Source: an optimization exercise on an open RTL-to-GDS flow (aim: small area). Production flows keep margins and buffers that such runs may drop.
Function was not checked in any run shown here: the RTL went through the layout flow alone.
Power figures rest on the tool's default switching activity, not on a simulated workload.

File: flow/design.v
`default_nettype none
package tunnel_pkg;
    localparam int NUM_ROWS = 120;
    localparam int NUM_COLS = 160;
    localparam logic [1:0] WALL_GAP   = 2'b00;
    localparam logic [1:0] WALL_LEFT  = 2'b01;
    localparam logic [1:0] WALL_RIGHT = 2'b10;
    localparam logic [1:0] WALL_EDGE  = 2'b11;
    typedef enum logic [1:0] {
        ST_INIT = 2'd0,
        ST_IDLE = 2'd1,
        ST_GEN  = 2'd2
    } state_e;
    function automatic logic [1:0] wall_code(input logic [7:0] ccol,
                                             input logic [7:0] left,
                                             input logic [7:0] right);
        logic [1:0] code;
        code = WALL_GAP;
        if ((ccol == left) || (ccol == right)) begin
            code = WALL_EDGE;
        end else if (ccol < left) begin
            code = WALL_LEFT;
        end else if (ccol > right) begin
            code = WALL_RIGHT;
        end
        wall_code = code;
    endfunction
endpackage
`default_nettype wire
`default_nettype none
module tunnel_row_ram (
    input  logic        clk_i,
    input  logic        we_i,
    input  logic [6:0]  waddr_i,     
    input  logic        wup_i,
    input  logic        wdn_i,
    input  logic [7:0]  wanchor_i,   
    input  logic [2:0]  rgrp_i,
    output logic [7:0]  ranchor_o,
    output logic [15:1] rup_o,
    output logic [15:1] rdn_o
);
    logic [7:0]  anchor_q [8];
    logic [15:1] up_q     [8];
    logic [15:1] dn_q     [8];
    always_ff @(posedge clk_i) begin
        for (int g = 0; g < 8; g++) begin
            for (int i = 1; i < 16; i++) begin
                if (we_i && waddr_i == 7'(g * 16 + i)) begin
                    up_q[g][i] <= wup_i;
                    dn_q[g][i] <= wdn_i;
                end
            end
            if (we_i && waddr_i == 7'(g * 16 + 15)) begin
                anchor_q[g] <= wanchor_i;
            end
        end
    end
    assign ranchor_o = anchor_q[rgrp_i];
    assign rup_o     = up_q[rgrp_i];
    assign rdn_o     = dn_q[rgrp_i];
endmodule
`default_nettype wire
`default_nettype none
import tunnel_pkg::*;
module tunnel_wall_gen (
    input  logic       clock,
    input  logic       rst,
    input  logic [9:0] Pixel_row,
    input  logic [9:0] Pixel_column,
    input  logic       run,
    input  logic [1:0] speed,
    input  logic [7:0] randomized_value,
    output logic [1:0] wall,
    output logic [7:0] probe_left,
    output logic [7:0] probe_right,
    output logic       ready
);
    localparam logic [7:0] INIT_L = 8'd48;
    localparam logic [7:0] INIT_R = 8'd111;
    function automatic logic [1:0] fa(input logic a, input logic b, input logic c);
        fa = {(a & b) | (a & c) | (b & c), a ^ b ^ c};
    endfunction
    function automatic logic [3:0] pop15(input logic [15:1] x);
        logic [1:0] a0, a1, a2, a3, a4, b0, b1, c0, c1, c2, d0;
        a0 = fa(x[1], x[2], x[3]);
        a1 = fa(x[4], x[5], x[6]);
        a2 = fa(x[7], x[8], x[9]);
        a3 = fa(x[10], x[11], x[12]);
        a4 = fa(x[13], x[14], x[15]);
        b0 = fa(a0[0], a1[0], a2[0]);
        b1 = fa(a3[0], a4[0], b0[0]);
        c0 = fa(a0[1], a1[1], a2[1]);
        c1 = fa(a3[1], a4[1], b0[1]);
        c2 = fa(b1[1], c0[0], c1[0]);
        d0 = fa(c0[1], c1[1], c2[1]);
        pop15 = {d0[1], d0[0], c2[0], b1[0]};
    endfunction
    logic       ready_q;     
    logic       gen_q;       
    logic [2:0] frame_cnt_q;
    logic       upd_q;       
    logic [1:0] rv_q;        
    logic [6:0] ptr_q;       
    logic [4:0] shr_q;       
    logic [7:0] top_l_q;     
    logic [6:0] k_q;
    logic [7:0] ccol_q;
    logic       probe_hit_q;
    logic [1:0] wall_q;
    logic [7:0] probe_l_q;
    logic [7:0] probe_r_q;
    logic w_frame_end;
    assign w_frame_end = (Pixel_row == 10'd479) && (Pixel_column == 10'd639);
    always_ff @(posedge clock) begin
        if (rst) begin
            ready_q     <= 1'b0;
            gen_q       <= 1'b0;
            frame_cnt_q <= 3'd0;
        end else if (!ready_q) begin
            if (ptr_q == 7'd127) begin
                ready_q <= 1'b1;
            end
        end else if (gen_q) begin
            gen_q <= 1'b0;
        end else if (w_frame_end && run) begin
            if (frame_cnt_q >= (3'd7 >> speed)) begin
                frame_cnt_q <= 3'd0;
                gen_q       <= 1'b1;
            end else begin
                frame_cnt_q <= frame_cnt_q + 3'd1;
            end
        end
    end
    logic [4:0] w_shr_min;
    logic [7:0] w_width;
    assign w_shr_min = (shr_q > 5'd20) ? 5'd20 : shr_q;
    assign w_width   = 8'd64 - {2'b0, w_shr_min, 1'b0};
    logic w_up, w_dn;
    logic [7:0] w_new_l;
    assign w_up    = (rv_q == 2'b11) && ((top_l_q + w_width) != 8'd159);
    assign w_dn    = (rv_q == 2'b00) && (top_l_q != 8'd1);
    assign w_new_l = top_l_q + {{7{w_dn}}, w_up | w_dn};
    always_ff @(posedge clock) begin
        rv_q <= randomized_value[1:0];
    end
    always_ff @(posedge clock) begin
        if (rst) begin
            upd_q   <= 1'b0;
            ptr_q   <= 7'd0;
            shr_q   <= 5'd0;
            top_l_q <= INIT_L;
        end else begin
            upd_q <= gen_q;
            if (!ready_q || upd_q) begin
                ptr_q <= ptr_q + 7'd1;
            end
            if (upd_q) begin
                top_l_q <= w_new_l;
                if (ptr_q[3:0] == 4'd15 && shr_q != 5'd31) begin
                    shr_q <= shr_q + 5'd1;
                end
            end
        end
    end
    always_ff @(posedge clock) begin
        k_q         <= Pixel_row[8:2];
        ccol_q      <= Pixel_column[9:2];
        probe_hit_q <= (Pixel_row[9:2] == 8'd110) && (Pixel_column[9:2] == 8'd0);
    end
    logic [3:0]  w_m;         
    logic        w_open;      
    logic        w_borrow;
    logic [3:0]  w_dist;      
    logic [2:0]  w_grp;
    logic [3:0]  w_j;         
    logic [7:0]  w_anchor;
        logic [15:1] w_up_bits;
    logic [15:1] w_dn_bits;
    assign w_m      = ptr_q[3:0];
    assign w_borrow = k_q[3:0] >= w_m;
    assign w_open   = (k_q[6:4] == 3'd0) && !w_borrow;
    assign w_dist   = {1'b0, k_q[6:4]} + {3'b0, w_borrow};
    assign w_grp    = ptr_q[6:4] - w_dist[2:0];
    assign w_j      = w_m - 4'd1 - k_q[3:0];
    tunnel_row_ram u_row_ram (
        .clk_i     (clock),
        .we_i      (upd_q),
        .waddr_i   (ptr_q),
        .wup_i     (w_up),
        .wdn_i     (w_dn),
        .wanchor_i (w_new_l),
        .rgrp_i    (w_grp),
        .ranchor_o (w_anchor),
        .rup_o     (w_up_bits),
        .rdn_o     (w_dn_bits)
    );
    logic [15:1] w_mask;
    logic [3:0]  w_nup, w_ndn;
    always_comb begin
        for (int i = 1; i < 16; i++) begin
            w_mask[i] = (4'(i) > w_j) && (!w_open || 4'(i) < w_m);
        end
    end
    assign w_nup = pop15(w_mask & w_up_bits);
    assign w_ndn = pop15(w_mask & w_dn_bits);
    logic [5:0]  w_row_grp;
    logic        w_valid;
    logic [4:0]  w_row_shr;
    logic [7:0]  w_base;
    logic [7:0]  w_rd_l;
    logic [7:0]  w_rd_r;
    assign w_row_grp = {1'b0, shr_q} - {2'b0, w_dist};
    assign w_valid   = ready_q && !w_row_grp[5];
    assign w_row_shr = (w_row_grp[4:0] > 5'd20) ? 5'd20 : w_row_grp[4:0];
    assign w_base    = w_open ? top_l_q : w_anchor;
    assign w_rd_l    = w_valid ? w_base - {4'b0, w_nup} + {4'b0, w_ndn} : INIT_L;
    assign w_rd_r    = w_valid ? w_rd_l + 8'd63 - {2'b0, w_row_shr, 1'b0} : INIT_R;
    always_ff @(posedge clock) begin
        if (rst) begin
            wall_q    <= WALL_GAP;
            probe_l_q <= INIT_L;
            probe_r_q <= INIT_R;
        end else begin
            wall_q <= ready_q ? tunnel_pkg::wall_code(ccol_q, w_rd_l, w_rd_r) : WALL_GAP;
            if (ready_q && probe_hit_q) begin
                probe_l_q <= w_rd_l;
                probe_r_q <= w_rd_r;
            end
        end
    end
    assign wall        = wall_q;
    assign probe_left  = probe_l_q;
    assign probe_right = probe_r_q;
    assign ready       = ready_q;
endmodule
`default_nettype wire
File: flow/run.sh
#!/bin/bash
# synth_recipe.tcl (not shown) runs the flow's synth.tcl, then flattens the netlist and writes it again
# the make line also repeats each setting of config.mk as NAME=value (left out here)
make -C /OpenROAD-flow-scripts/flow DESIGN_CONFIG=/design/flow/config.mk WORK_HOME=/design/flow/orfs CLKGATE_MAP_FILE= SYNTH_SCRIPT=/design/flow/synth_recipe.tcl finish
File: flow/config.mk
export PLATFORM = sky130hd
export DESIGN_NAME = tunnel_wall_gen
export DESIGN_NICKNAME = tunnel_wall_gen
export VERILOG_FILES = /design/flow/design.v
export SDC_FILE = /design/flow/constraint.sdc
export NUM_CORES = 4
export LEC_CHECK = 0
export CAP_MARGIN = 20
export CORE_MARGIN = 2
export CORE_UTILIZATION = 40
export SLEW_MARGIN = 20
File: flow/constraint.sdc
create_clock -name core_clock -period 8.0 [get_ports {clock}]
set_input_delay 1.6000 -clock core_clock [delete_from_list [all_inputs] [get_ports {clock}]]
set_output_delay 1.6000 -clock core_clock [all_outputs]
set_load 0.01 [all_outputs]
==> summary.txt, run 1 <==
Floorplan
  – Die height: 214 µm
  – Chip width: 214 µm
  – Die area: 0.0460 mm²
  – Initial Util: 40.3%
  – Core box area: 0.0439 mm²
  – Io pins: 52
  – Row cnt: 77

Clocking
  – CTS Sinks: 366
  – Hold buffers post-CTS: 0
  – Root Buffer: clkbuf_16
  – Clock slew at reported path FFs: 50 ps
  – Worst-Skew Late Latency: 570 ps
  – CTS tree: built
  – Max clock buf depth: 3
  – H-tree depth: 2
  – TritonCTS buffer count: 40

GRT
  – Global-route wire length before repair: 70.5 mm
  – Gr usage total: 19.7%
  – Largest net degree at the start of global routing: 107
  – Initial antenna violation count: 0
  – Vias in the first global route: 12491
  – GR Overflow Total: 0

Synthesis
  – Main synth FF type: edfxtp_1
  – Synthesized flop and latch total: 366
  – Area share of the largest cell type after synthesis: 51.6%
  – Synthesized area per cell: 11.9 µm²
  – Register area share after synthesis: 58.6%
  – EDFF count, synth: 304
  – Syn_nets: 1632
  – Total number of yosys warnings: 5
  – Top-count cell post-synth: edfxtp_1
  – Cell variety after synth: 64
  – Synth Cell Area: 0.0177 mm²
  – Syn Inst Count: 1491
  – Post-synth top area cell: edfxtp_1
  – Post-synth ARST share: 0%
  – Top post-synthesis cells by area: edfxtp_1 (52%), dfxtp_1 (7.0%), ha_1 (5.4%)
  – Post-synth top cells: edfxtp_1 (304), nor2_1 (224), nand2_1 (130)

Run
  – Max-Cap Viols: 0

Timing
  – Hold Slack: 455 ps
  – Period minus WS final: 9620 ps
  – Fmax: 104 MHz
  – # setup viols final: 12
  – Setup Skew: 23.6 ps
  – Slew Viols, Final: 0
  – Fin. Hold Viols: 0
  – Period utilization: 120%
  – Rel. slew slack: 26.6%
  – Fin worst setup slack: -1620 ps
  – RSZ-0062 raised after global routing: true
  – Slew @ Worst Pin: 1100 ps

Layout
  – # fillers: 3935
  – Share of layout cells above drive strength 1: 20.1%
  – Final std cells w/o fill: 2282
  – Final net count: 1799
  – Antenna Cells: 0
  – Area Overhead vs Synth: 22.6%

Route
  – Post-Route WL: 45.1 mm
  – Via density: 5.32
  – Initial DRC count: 961
  – Post-route ant nets: 0
  – TritonRoute pass-1 iters: 5
  – Routed vias: 12136
  – DRC: 0
  – Routed WL per cell: 19.7 µm

Placement
  – Buffers on Ports: 45
  – HPWL Detailed: 30.4 mm
  – Routability Congestion: 0.941
  – Dpl cells: 2183

Setup path
  – CP Capture Type: flop
  – WP data arrival: 10070 ps
  – Crit start category: flop
  – Crit-path most repeated cell: ha_4
  – WP data required: 8440 ps
  – Max FO, Critical Path: 7
  – Type of the worst setup path: flop to flop
  – CP max-delay cell: fa_1
  – CP max stage delay: 530 ps

Power
  – P_leak: 7.85 nW
  – Peak VDD IR: 0.000664 V
  – Pwr Density: 344 mW/mm²
  – Final total power: 7.47 mW

Run status
  – Failed Checks: setup timing
  – Status: complete, but fails checks

Worst hold path
  – HP Class: flop to flop
[cell type report]
type                    count  area, µm²  share of cell area [%]
well taps                 592        741                    3.41
multi-input cells         975       7220                    33.3
clock buffers              57       1150                    5.32
clock inverters            17        190                   0.876
repair buffers            201       1740                    8.01
flip-flops and latches    366      10400                    47.8
inverters                  74        279                    1.29
[report_power, final]
part / internal, mW / total, mW / leakage, nW / switching [mW]
Combinational: 1.73 / 3.50 / 3.92 / 1.77
Clock: 1.13 / 1.89 / 0.656 / 0.754
Sequential: 2.07 / 2.08 / 3.28 / 0.00644
[state kept, by name (all words and copies together) (netlist names), 2 cells and up]
register and cells:
u_row_ram.anchor_q 64, probe_l_q 8, u_row_ram.up_q 120, probe_r_q 8
ccol_q 8, frame_cnt_q 3, k_q 7, u_row_ram.dn_q 120
wall_q 2, shr_q 5, top_l_q 8, ptr_q 7
rv_q 2
[worst paths after layout]
check	start	slack, ps	cells after the start	endpoint
worst max-delay path	ptr_q[0]	-1620	42	wall_q[1]
worst min-delay path	probe_l_q[0]	450	2	probe_l_q[0]
worst max register to register	ptr_q[0]	-1620	42	wall_q[1]
worst min register to register	probe_l_q[0]	450	2	probe_l_q[0]
[worst max-delay path, delay by kind of cell (launching register included)]
family | cells | cell delay (ps)
compound gates | 14 | 1800
simple gates | 6 | 830
fa+ha+maj | 15 | 5320
buf+inv | 3 | 310
flops | 1 | 350
xor+xnor | 4 | 880
[layer usage]
metal	up-vias	share of wire [%]	GRT usage, %
li1	5745	-	-
met4	0	2.2	5.37
met3	66	6.0	4.57
met2	280	48	32.5
met1	6045	44	26.3
met5	-	0	0
[layout by cell type (no fill, tap or decap), drive strengths merged, types with 17 or more instances in the layout]
cell           count
xnor2             25
o22ai             21
fa                32
inv               72
ha                76
nor3              25
nor2             224
clkbuf            57
a21o              19
nand3             33
a31oi             17
mux2i             42
a21oi             61
o21ai             58
edfxtp           304
clkdlybuf4s50     45
buf              156
dfxtp             62
nand2            130
[logic make-up after synthesis]
| family | share of synthesized area (%) |
|---|---|
| simple gates | 12.7 |
| flops | 58.6 |
| compound gates | 9.47 |
| buf+inv | 3.26 |
| fa+ha+maj | 8.99 |
| mux | 4.79 |
| xor+xnor | 2.20 |
[metrics by stage]
| step | util (%) | TNS (ps) | worst slack [ps] | instance area, µm² |
|---|---|---|---|---|
| 3_5_place_dp | 45.2 | -11540 | -1740 | 19900 |
| 3_3_place_gp | 45.2 | -10820 | -1650 | 19900 |
| 5_1_grt | 49.4 | -14620 | -2010 | 21700 |
| 6_report | 49.4 | -10060 | -1620 | 21700 |
| 4_1_cts | 49.0 | -9600 | -1580 | 21500 |
| 2_1_floorplan | - | -4010 | -1090 | 18000 |
[repair_timing]
| item | in CTS | in global routing |
|---|---|---|
| pin swaps | 52 | 20 |
| endpoints found under the setup margin | 13 | 14 |
| buffers inserted | 20 | 8 |
| gates cloned | 0 | 0 |
| resized for setup | 41 | 31 |
==> inputs of run 2 (changes only) <==
--- a/flow/design.v
+++ b/flow/design.v
@@ -31,34 +31,48 @@
 module tunnel_row_ram (
     input  logic        clk_i,
     input  logic        we_i,
-    input  logic [6:0]  waddr_i,     
+    input  logic [2:0]  wgrp_i,
+    input  logic [3:0]  wrow_i,
     input  logic        wup_i,
     input  logic        wdn_i,
     input  logic [7:0]  wanchor_i,   
+    output logic        wdone_o,
     input  logic [2:0]  rgrp_i,
     output logic [7:0]  ranchor_o,
     output logic [15:1] rup_o,
     output logic [15:1] rdn_o
 );
+    logic [2:0]  rot_q;
     logic [7:0]  anchor_q [8];
     logic [15:1] up_q     [8];
     logic [15:1] dn_q     [8];
+    logic [2:0]  w_wpos;
+    logic [2:0]  w_rpos;
+    assign w_wpos  = wgrp_i + rot_q;
+    assign w_rpos  = rgrp_i + rot_q;
+    assign wdone_o = we_i && !w_wpos[0];
     always_ff @(posedge clk_i) begin
-        for (int g = 0; g < 8; g++) begin
-            for (int i = 1; i < 16; i++) begin
-                if (we_i && waddr_i == 7'(g * 16 + i)) begin
-                    up_q[g][i] <= wup_i;
-                    dn_q[g][i] <= wdn_i;
+        rot_q <= rot_q + 3'd1;
+        for (int p = 0; p < 8; p++) begin
+            anchor_q[(p + 1) % 8] <= anchor_q[p];
+            up_q[(p + 1) % 8]     <= up_q[p];
+            dn_q[(p + 1) % 8]     <= dn_q[p];
+            if (p % 2 == 0 && wdone_o && w_wpos == 3'(p)) begin
+                for (int i = 1; i < 16; i++) begin
+                    if (wrow_i == 4'(i)) begin
+                        up_q[(p + 1) % 8][i] <= wup_i;
+                        dn_q[(p + 1) % 8][i] <= wdn_i;
+                    end
                 end
-            end
-            if (we_i && waddr_i == 7'(g * 16 + 15)) begin
-                anchor_q[g] <= wanchor_i;
-            end
-        end
-    end
-    assign ranchor_o = anchor_q[rgrp_i];
-    assign rup_o     = up_q[rgrp_i];
-    assign rdn_o     = dn_q[rgrp_i];
+                if (wrow_i == 4'd15) begin
+                    anchor_q[(p + 1) % 8] <= wanchor_i;
+                end
+            end
+        end
+    end
+    assign ranchor_o = anchor_q[w_rpos];
+    assign rup_o     = up_q[w_rpos];
+    assign rdn_o     = dn_q[w_rpos];
 endmodule
 `default_nettype wire
 `default_nettype none
@@ -104,6 +118,8 @@
     logic [6:0] ptr_q;       
     logic [4:0] shr_q;       
     logic [7:0] top_l_q;     
+    logic [1:0] top_st_q;    
+    logic       wpend_q;     
     logic [6:0] k_q;
     logic [7:0] ccol_q;
     logic       probe_hit_q;
@@ -144,14 +160,17 @@
     always_ff @(posedge clock) begin
         rv_q <= randomized_value[1:0];
     end
+    logic w_wdone;
     always_ff @(posedge clock) begin
         if (rst) begin
             upd_q   <= 1'b0;
+            wpend_q <= 1'b0;
             ptr_q   <= 7'd0;
             shr_q   <= 5'd0;
             top_l_q <= INIT_L;
         end else begin
-            upd_q <= gen_q;
+            upd_q   <= gen_q;
+            wpend_q <= upd_q || (wpend_q && !w_wdone);
             if (!ready_q || upd_q) begin
                 ptr_q <= ptr_q + 7'd1;
             end
@@ -164,46 +183,59 @@
         end
     end
     always_ff @(posedge clock) begin
+        if (upd_q) begin
+            top_st_q <= {w_up, w_dn};
+        end
+    end
+    always_ff @(posedge clock) begin
         k_q         <= Pixel_row[8:2];
         ccol_q      <= Pixel_column[9:2];
         probe_hit_q <= (Pixel_row[9:2] == 8'd110) && (Pixel_column[9:2] == 8'd0);
     end
     logic [3:0]  w_m;         
+    logic [3:0]  w_mo;        
     logic        w_open;      
     logic        w_borrow;
     logic [3:0]  w_dist;      
     logic [2:0]  w_grp;
     logic [3:0]  w_j;         
+    logic [6:0]  w_hp;        
     logic [7:0]  w_anchor;
-        logic [15:1] w_up_bits;
+    logic [15:1] w_up_bits;
     logic [15:1] w_dn_bits;
     assign w_m      = ptr_q[3:0];
+    assign w_mo     = w_m - 4'd1;
+    assign w_hp     = ptr_q - 7'd1;
     assign w_borrow = k_q[3:0] >= w_m;
-    assign w_open   = (k_q[6:4] == 3'd0) && !w_borrow;
+    assign w_open   = (k_q[6:4] == 3'd0) && (!w_borrow || w_m == 4'd0);
     assign w_dist   = {1'b0, k_q[6:4]} + {3'b0, w_borrow};
     assign w_grp    = ptr_q[6:4] - w_dist[2:0];
-    assign w_j      = w_m - 4'd1 - k_q[3:0];
+    assign w_j      = w_mo - k_q[3:0];
     tunnel_row_ram u_row_ram (
         .clk_i     (clock),
-        .we_i      (upd_q),
-        .waddr_i   (ptr_q),
-        .wup_i     (w_up),
-        .wdn_i     (w_dn),
-        .wanchor_i (w_new_l),
+        .we_i      (wpend_q),
+        .wgrp_i    (w_hp[6:4]),
+        .wrow_i    (w_hp[3:0]),
+        .wup_i     (top_st_q[1]),
+        .wdn_i     (top_st_q[0]),
+        .wanchor_i (top_l_q),
+        .wdone_o   (w_wdone),
         .rgrp_i    (w_grp),
         .ranchor_o (w_anchor),
         .rup_o     (w_up_bits),
         .rdn_o     (w_dn_bits)
     );
     logic [15:1] w_mask;
-    logic [3:0]  w_nup, w_ndn;
+    logic        w_top_in;
+    logic [4:0]  w_nup, w_ndn;
     always_comb begin
         for (int i = 1; i < 16; i++) begin
-            w_mask[i] = (4'(i) > w_j) && (!w_open || 4'(i) < w_m);
-        end
-    end
-    assign w_nup = pop15(w_mask & w_up_bits);
-    assign w_ndn = pop15(w_mask & w_dn_bits);
+            w_mask[i] = (4'(i) > w_j) && (!w_open || 4'(i) < w_mo);
+        end
+    end
+    assign w_top_in = w_open && (w_j < w_mo);
+    assign w_nup = {1'b0, pop15(w_mask & w_up_bits)} + {4'b0, w_top_in & top_st_q[1]};
+    assign w_ndn = {1'b0, pop15(w_mask & w_dn_bits)} + {4'b0, w_top_in & top_st_q[0]};
     logic [5:0]  w_row_grp;
     logic        w_valid;
     logic [4:0]  w_row_shr;
@@ -214,7 +246,7 @@
     assign w_valid   = ready_q && !w_row_grp[5];
     assign w_row_shr = (w_row_grp[4:0] > 5'd20) ? 5'd20 : w_row_grp[4:0];
     assign w_base    = w_open ? top_l_q : w_anchor;
-    assign w_rd_l    = w_valid ? w_base - {4'b0, w_nup} + {4'b0, w_ndn} : INIT_L;
+    assign w_rd_l    = w_valid ? w_base - {3'b0, w_nup} + {3'b0, w_ndn} : INIT_L;
     assign w_rd_r    = w_valid ? w_rd_l + 8'd63 - {2'b0, w_row_shr, 1'b0} : INIT_R;
     always_ff @(posedge clock) begin
         if (rst) begin
==> summary.txt, run 2 <==
Timing
  – # setup viols final: 16 (+4)
  – Setup Skew: 22.0 ps (-1.55 ps)
  – Fin. Hold Viols: 0 (unchanged)
  – Fmax: 97.1 MHz (-6.6%)
  – RSZ-0062 raised after global routing: true
  – Period utilization: 129% (+8.5 points)
  – Slew Viols, Final: 0 (unchanged)
  – Slew @ Worst Pin: 1110 ps (+8.42 ps)
  – Sum Neg Setup Slack: -19310 ps (-9250 ps)
  – Period minus WS final: 10300 ps (+679 ps)
  – Rel. slew slack: 26.1% (-0.53 points)
  – Hold Slack: 341 ps (-113 ps)
  – Fin worst setup slack: -2300 ps (-679 ps)

Layout
  – Final std cells w/o fill: 2355 (+3.2%)
  – Post-Route Utilization: 51.9% (+2.5 points)
  – Largest regs: u_row_ram.dn_q: 120 flops, u_row_ram.up_q: 120 flops, u_row_ram.anchor_q: 64 flops
  – Multi-input gate area in the final layout: 0.00874 mm² (+21%)
  – Commonest non-fill, non-tap cell in the layout: dfxtp_1
  – Share of layout cells above drive strength 1: 29.5% (+9.5 points)
  – Final net count: 1956 (+8.7%)
  – Sequential Area: 0.00747 mm² (-28%)
  – Most frequent cells in the layout: dfxtp_1 (367), buf_4 (184), nor2_1 (162), mux2_2 (156), a21oi_1 (121)
  – # fillers: 3592 (-8.7%)
  – Final Cell Area: 0.0207 mm² (-4.7%)
  – Area Overhead vs Synth: 27.7%

Synthesis
  – Post-synth top cells: dfxtp_1 (370), nor2_1 (169), mux2_2 (156)
  – Synthesized area per cell: 10.3 µm² (-14%)
  – Synth Cell Area: 0.0162 mm² (-8.5%)
  – Area share of the largest cell type after synthesis: 45.7% (-5.8 points)
  – Top-count cell post-synth: dfxtp_1
  – Syn_nets: 1738 (+6.5%)
  – Syn Inst Count: 1580 (+6.0%)
  – Total number of yosys warnings: 5 (unchanged)
  – EDFF count, synth: 2 (-99%)
  – Synthesized flop and latch total: 372 (+1.6%)
  – Top post-synthesis cells by area: dfxtp_1 (46%), mux2_2 (11%), ha_1 (6.8%)
  – Register area share after synthesis: 46.1% (-12 points)
  – Cell variety after synth: 62 (-3.1%)
  – Main synth FF type: dfxtp_1
  – Post-synth ARST share: 0% (unchanged)
  – Post-synth top area cell: dfxtp_1

Placement
  – Routability Congestion: 0.857 (-9.0%)
  – Dpl cells: 2249 (+3.0%)
  – Pre-CTS setup slack: -2410 ps (-669 ps)
  – Buffers on Ports: 45 (unchanged)
  – Area after DPL: 0.0186 mm² (-6.2%)
  – HPWL Detailed: 31.1 mm (+2.2%)

Route
  – Via density: 5.30 (-0.38%)
  – Post-Route WL: 45.2 mm (+0.26%)
  – DRC: 0 (unchanged)
  – TritonRoute pass-1 iters: 5 (unchanged)
  – Routed vias: 12477 (+2.8%)
  – Initial DRC count: 726 (-24%)
  – Routed WL per cell: 19.2 µm (-2.9%)
  – Post-route ant nets: 0 (unchanged)

Clocking
  – CTS tree: built
  – H-tree depth: 2 (unchanged)
  – Clock slew at reported path FFs: 60 ps (about the same)
  – TritonCTS buffer count: 41 (+2.5%)
  – Worst-Skew Late Latency: 560 ps (about the same)
  – Hold buffers post-CTS: 0 (unchanged)
  – Max clock buf depth: 3 (unchanged)
  – Root Buffer: clkbuf_16
  – CTS Sinks: 372 (+1.6%)

Power
  – Pwr Density: 259 mW/mm² (-25%)
  – Final total power: 5.36 mW (-28%)
  – P_leak: 8.57 nW (+9.2%)
  – Peak VDD IR: 0.000166 V (-75%)

Setup path
  – CP max stage delay: 600 ps (+70 ps)
  – Crit start category: flop
  – R2R depth: 45 (+7.1%)
  – Critical Path Source: ptr_q[0]
  – CP max-delay cell: fa_2
  – CP Capture Type: flop
  – WP data arrival: 10740 ps (+670 ps)
  – Max FO, Critical Path: 8 (+1)
  – WP data required: 8430 ps (about the same)
  – Worst r2r src: ptr_q[0]
  – Type of the worst setup path: flop to flop
  – Critical R2R Capture: wall_q[1]
  – R2r setup slk: -2300 ps (-680 ps)

Floorplan
  – Io pins: 52 (unchanged)
  – Chip width: 205 µm (-4.3%)
  – Initial Util: 40.7% (+0.37 points)
  – Die area: 0.0421 mm² (-8.4%)
  – Row cnt: 73 (-5.2%)
  – Die height: 205 µm (-4.3%)
  – Core box area: 0.0398 mm² (-9.4%)

Worst hold path
  – Worst Min Path Start: u_row_ram.dn_q[3][11]
  – Hold Path End: u_row_ram.dn_q[4][11]
  – HP Class: flop to flop
  – Hold path depth: 0 (-2)

Run
  – Max-Cap Viols: 0 (unchanged)

Run status
  – Failed Checks: setup timing
  – Status: complete, but fails checks

GRT
  – Global-route wire length before repair: 70.9 mm (+0.57%)
  – Largest net degree at the start of global routing: 62 (-42%)
  – Gr usage total: 21.8% (+2.0 points)
  – Met2 usage: 37.0% (+4.5 points)
  – Met1 GRT Util: 28.3% (+2.0 points)
  – Busiest layer in global routing: met2
  – Initial antenna violation count: 1 (+1)
  – Vias in the first global route: 12794 (+2.4%)
  – GR Overflow Total: 0 (unchanged)
  – Grt met3 use: 3.52% (-1.1 points)
## run 2: cell count changes in the layout (fill, tap and decap cells not counted), moves of 16 or more
cell      before  now
mux2_2         6  156
buf_4        141  184
a221oi_1       8   35
o22ai_1       20    4
edfxtp_1     304    2
nor2_1       212  162
dfxtp_1       59  367
nor3_1        24    6
o21ai_0       53   29
a21oi_1       50  121
## run 2: layer usage
| metal | share of wire (%) | wire length (µm) |
|---|---|---|
| met1 | 44 | 20100 |
| met2 | 47 | 21400 |
| met3 | 5.5 | 2490 |
| met4 | 2.6 | 1160 |
| met5 | 0 | 0 |
## run 2: kinds of logic (layout without fill, tap and decap cells)
group                    count (synthesis)  after routing  share of synthesized area (%)
AND/OR/NAND/NOR                        375            376                           10.0
flip-flops                             372            372                           46.1
AO/OA/AOI/OAI                          305            305                           12.0
multiplexers                           208            208                           14.4
buffers and inverters                  151            398                           3.51
adder cells (fa/ha/maj)                125            125                           11.4
XOR/XNOR                                44             45                           2.61
other                                    0              1                              0
## run 2: final cells by class
type | instances | share of cell area (%)
Clock buffer | 54 | 5.64
Multi-Input combinational cell | 1059 | 42.2
Sequential cell | 372 | 36.1
Antenna cell | 1 | 0.0121
Tap cell | 525 | 3.18
Inverter | 78 | 1.43
Clock inverter | 20 | 1.06
Timing Repair Buffer | 246 | 10.3
## run 2: where the power goes
part / switching (mW) / internal [mW]
combinational: 0.806 / 0.750
clock: 0.780 / 1.16
sequential: 0.00713 / 1.86
total: 1.59 / 3.77
## run 2: repair_timing
| item | 4_1_cts | 5_1_grt |
|---|---|---|
| buffers inserted | 18 | 11 |
| cloned | 4 | 0 |
| setup endpoints to repair | 18 | 18 |
| gates resized for setup | 34 | 36 |
| pin swaps | 11 | 24 |
| hold endpoints to repair | 0 | 0 |
## run 2: critical path: cells and delay by family (launching register included)
family	cells	cell delay [ps]
adder cells (fa/ha/maj)	16	5860
AO/OA/AOI/OAI	13	2090
flip-flops	1	360
XOR/XNOR	3	700
buffers and inverters	9	690
AND/OR/NAND/NOR	4	510
## run 2: worst max path at each step
| stage | endpoint | slack (ps) | cells past startpoint |
|---|---|---|---|
| 2_1_floorplan | wall_q[1] | -1930 | 43 |
| 3_3_place_gp | wall_q[1] | -2390 | 44 |
| 3_5_place_dp | wall_q[1] | -2410 | 45 |
| 4_1_cts | wall_q[1] | -2320 | 45 |
| 5_1_grt | wall_q[1] | -2730 | 45 |
| 6_report | wall_q[1] | -2300 | 45 |

[re-timing with driven ports]
The flow's constraints put no driver on any port. The routed layouts listed below were extracted and timed again, unchanged, in two steps.
Step 1 sets driving cells, clkbuf_16 on the clock port and buf_2 on the other inputs (assumed; they add their load-dependent delay and slew).
Step 2, shift: input delay + t, output delay - t, t = (earliest + latest rising clock arrival at the registers) / 2. This alone moves slack from input paths to output paths.
Slacks: ideal / step 1 / step 2; pairs: ideal / step 1.
| run | t (ns) | setup WS [ns] | worst setup path at the end | slew at the worst register clock pin (ns) |
|---|---|---|---|---|
| run 1 | 0.616 | -1.624 / -1.624 / -1.624 | register to register | 0.07 / 0.07 |
| run 2 | 0.605 | -2.304 / -2.304 / -2.304 | register to register | 0.07 / 0.07 |
